Context: an optimization exercise on an open-source flow, tuned for small area and a short achievable clock period. The choices shown serve that exercise and are no tape-out recipe.
Function was checked by simulation only, so behaviour that the tests miss may differ from the original.
No activity file was given, so power comes from the tool's default toggle rates.

==> flow/design.v (excerpt) <==
module vxe_fma_top (
  input  wire logic        clk,
  input  wire logic        nrst,
  input  wire logic        i_vld,
  input  wire logic [31:0] i_a,
  input  wire logic [31:0] i_x,
  input  wire logic [31:0] i_b,
  input  wire logic [3:0]  i_tag,
  output      logic        o_vld,
  output      logic [31:0] o_res,
  output      logic        o_ovf,
  output      logic [3:0]  o_tag,
  output      logic        o_busy
);
Settings: LEC_CHECK=0, CAP_MARGIN=20, CORE_MARGIN=2, CORE_UTILIZATION=50, CTS_CLUSTER_DIAMETER=120, CTS_CLUSTER_SIZE=18, SLEW_MARGIN=20, SYNTH_HIERARCHICAL=1, SYNTH_MINIMUM_KEEP_SIZE=0; clock period 10.0 ns.
standard.sh (not shown) runs the stock make flow with config.mk's settings and CLKGATE_MAP_FILE= SYNTH_SCRIPT=/design/flow/synth_recipe.tcl, a recipe that flattens the netlist after the stock synthesis.
==> flow/flow/run.sh <==
#!/bin/bash
set -euo pipefail
bash standard.sh \
  SETUP_SLACK_MARGIN=6.9 \
  MATCH_CELL_FOOTPRINT=0 \
  "BUFFER_PORTS_ARGS=-buffer_cell sky130_fd_sc_hd__buf_1" \
  finish > flow_make.log 2>&1
Rerun with:
- CTS_CLUSTER_DIAMETER: 120 -> 100
- CTS_CLUSTER_SIZE: 18 -> 22
Outcome: Setup slack loses 19 ps; cell area stays flat; combinational power is about the same.
Rerun with:
--- a/flow/flow/run.sh
+++ b/flow/flow/run.sh
@@ -4 +4 @@
-  SETUP_SLACK_MARGIN=6.9 \
+  SETUP_SLACK_MARGIN=6.85 \
- CTS_CLUSTER_DIAMETER: 100 -> 120
- CTS_CLUSTER_SIZE: 22 -> 18
Synthesized cell count does not change.
Total power shrinks slightly.
Count of clock-buffer cells in the layout grows by 1.
Synthesized area is unchanged.
Design area shrinks slightly.
Routed wire length grows slightly.
Die area does not change.
Rerun with:
--- a/flow/flow/run.sh
+++ b/flow/flow/run.sh
@@ -4 +4 @@
-  SETUP_SLACK_MARGIN=6.85 \
+  SETUP_SLACK_MARGIN=6.95 \
- CTS_CLUSTER_DIAMETER: 120 -> 100
- CTS_CLUSTER_SIZE: 18 -> 22
The new run finished with timing, DRC and antenna clean; worst setup slack is worse by 15 ps; routed wire length increases slightly; area after synthesis is unchanged.

========
== run a ==
vxe_fma_top again, from the RTL that the note above started with.
Design vxe_fma_top, start of the top module:
module vxe_fma_top (
  input  wire logic        clk,
  input  wire logic        nrst,
  input  wire logic        i_vld,
  input  wire logic [31:0] i_a,
  input  wire logic [31:0] i_x,
  input  wire logic [31:0] i_b,
  input  wire logic [3:0]  i_tag,
  output      logic        o_vld,
  output      logic [31:0] o_res,
  output      logic        o_ovf,
  output      logic [3:0]  o_tag,
  output      logic        o_busy
);
  logic v1, v2, v3, v4;
  always_ff @(posedge clk or negedge nrst)
  begin
    if (!nrst)
    begin
      v1 <= 1'b0; v2 <= 1'b0; v3 <= 1'b0; v4 <= 1'b0; o_vld <= 1'b0; o_busy <= 1'b0;
    end
    else
    begin
      v1 <= i_vld; v2 <= v1; v3 <= v2; v4 <= v3; o_vld <= v4;
      o_busy <= i_vld | v1 | v2 | v3 | v4;
    end
  end
  logic [31:0] a_q, b_q;
  logic [15:0] neg_q, one_q, two_q;
  logic [3:0]  tag1, tag2, tag3, tag4;
  logic [32:0] xe;
  assign xe = {i_x, 1'b0};
  always_ff @(posedge clk)
  begin
    a_q  <= i_a;
    b_q  <= i_b;
    tag1 <= i_tag;
    for (int j = 0; j < 16; j++)
    begin
      neg_q[j] <= xe[2*j+2];
      one_q[j] <= xe[2*j+1] ^ xe[2*j];
      two_q[j] <= (xe[2*j+2] ^ xe[2*j+1]) & ~(xe[2*j+1] ^ xe[2*j]);
    end
  end
  logic [19:0] slo_q;
  logic        cin_q;
  logic pp1;
  logic pp2;
  logic pp3;
  logic pp4;
  logic pp5;
  logic pp6;
  logic pp7;
  logic pp8;
  logic pp9;
  logic pp10;
  logic pp11;
  logic pp12;
  logic pp13;
  logic pp14;
  logic pp15;
  logic pp16;
  logic pp17;
  logic pp18;
  logic pp19;
  logic pp20;
  logic pp21;
  logic pp22;
  logic pp23;
  logic pp24;
  logic pp25;
  logic pp26;
  logic pp27;
  logic pp28;
  logic pp29;
  logic pp30;
  logic pp31;
  logic pp32;
  logic pp33;
  logic ps34;
  logic pp35;
  logic pp36;
  logic pp37;
  logic pp38;
  logic pp39;
  logic pp40;
  logic pp41;
  logic pp42;
  logic pp43;
  logic pp44;
  logic pp45;
  logic pp46;
  logic pp47;
  logic pp48;
  logic pp49;
  logic pp50;
  logic pp51;
  logic pp52;
  logic pp53;
  logic pp54;
  logic pp55;
  logic pp56;
  logic pp57;
  logic pp58;
  logic pp59;
  logic pp60;
  logic pp61;
  logic pp62;
  logic pp63;
  logic pp64;
  logic pp65;
  logic pp66;
  logic pp67;
  logic ps68;
  logic pp69;
  logic pp70;
  logic pp71;
  logic pp72;
  logic pp73;
  logic pp74;
  logic pp75;
  logic pp76;
  logic pp77;
  logic pp78;
  logic pp79;
  logic pp80;
  ...
clock: 10.0 ns
lec_check: 0
cap_margin: 20
core_margin: 2
core_utilization: 40
slew_margin: 20
synth_hierarchical: 1
synth_minimum_keep_size: 0
==> flow/flow/run.sh <==
#!/bin/bash
set -euo pipefail
bash standard.sh \
  SETUP_SLACK_MARGIN=6.9 \
  MATCH_CELL_FOOTPRINT=0 \
  "BUFFER_PORTS_ARGS=-buffer_cell sky130_fd_sc_hd__buf_2" \
  finish > flow_make.log 2>&1
Relative to run a, the following input files were edited for run b:
Settings: putting CTS_CLUSTER_SIZE at 22 where nothing was set; putting CTS_CLUSTER_DIAMETER at 100 where nothing was set.
Fill cell instance count of the final layout (run b vs. run a) increases slightly
Power share of the clock group delta for run b relative to run a: 3.1 points lower
Final cell count of run b falls short of that of run a slightly.
Reg2reg setup slack: run b < run a
Timing, DRC, antenna: 0 failures across run a and run b

static timing again, ports no longer ideal:
The flow's constraints put no driver on any port. The routed layouts listed below were extracted and timed again, unchanged, in two steps.
Step 1 (the two cells are an assumption about what drives the block):
set clk [get_ports {clk}]
set_driving_cell -lib_cell sky130_fd_sc_hd__clkbuf_16 $clk
set_driving_cell -lib_cell sky130_fd_sc_hd__buf_2 [delete_from_list [all_inputs] $clk]
Step 2 moves the port delays by t, midway between the first and last clock arrival at a register: inputs arrive t later, outputs are due t later. That takes back most of the time a late clock gives input paths.
Slacks: no drivers / after step 1 / after step 2; pairs: no drivers / after step 1.
run	t, ns	setup slack, ns	worst setup path after step 2	latest minus earliest clock arrival (ns)
the first run of note 1	0.698	6.897 / 6.826 / 6.921	register to register	0.022 / 0.021
the second run of note 1	0.688	6.878 / 6.809 / 6.920	register to register	0.049 / 0.049
the third run of note 1	0.697	6.881 / 6.828 / 6.881	register to register	0.023 / 0.022
the fourth run of note 1	0.690	6.866 / 6.798 / 6.960	register to register	0.047 / 0.047
run a	0.668	6.898 / 6.837 / 6.955	register to register	0.032 / 0.032
run b	0.632	6.908 / 6.846 / 6.941	register to register	0.044 / 0.044
After both steps every run listed still meets setup and hold.
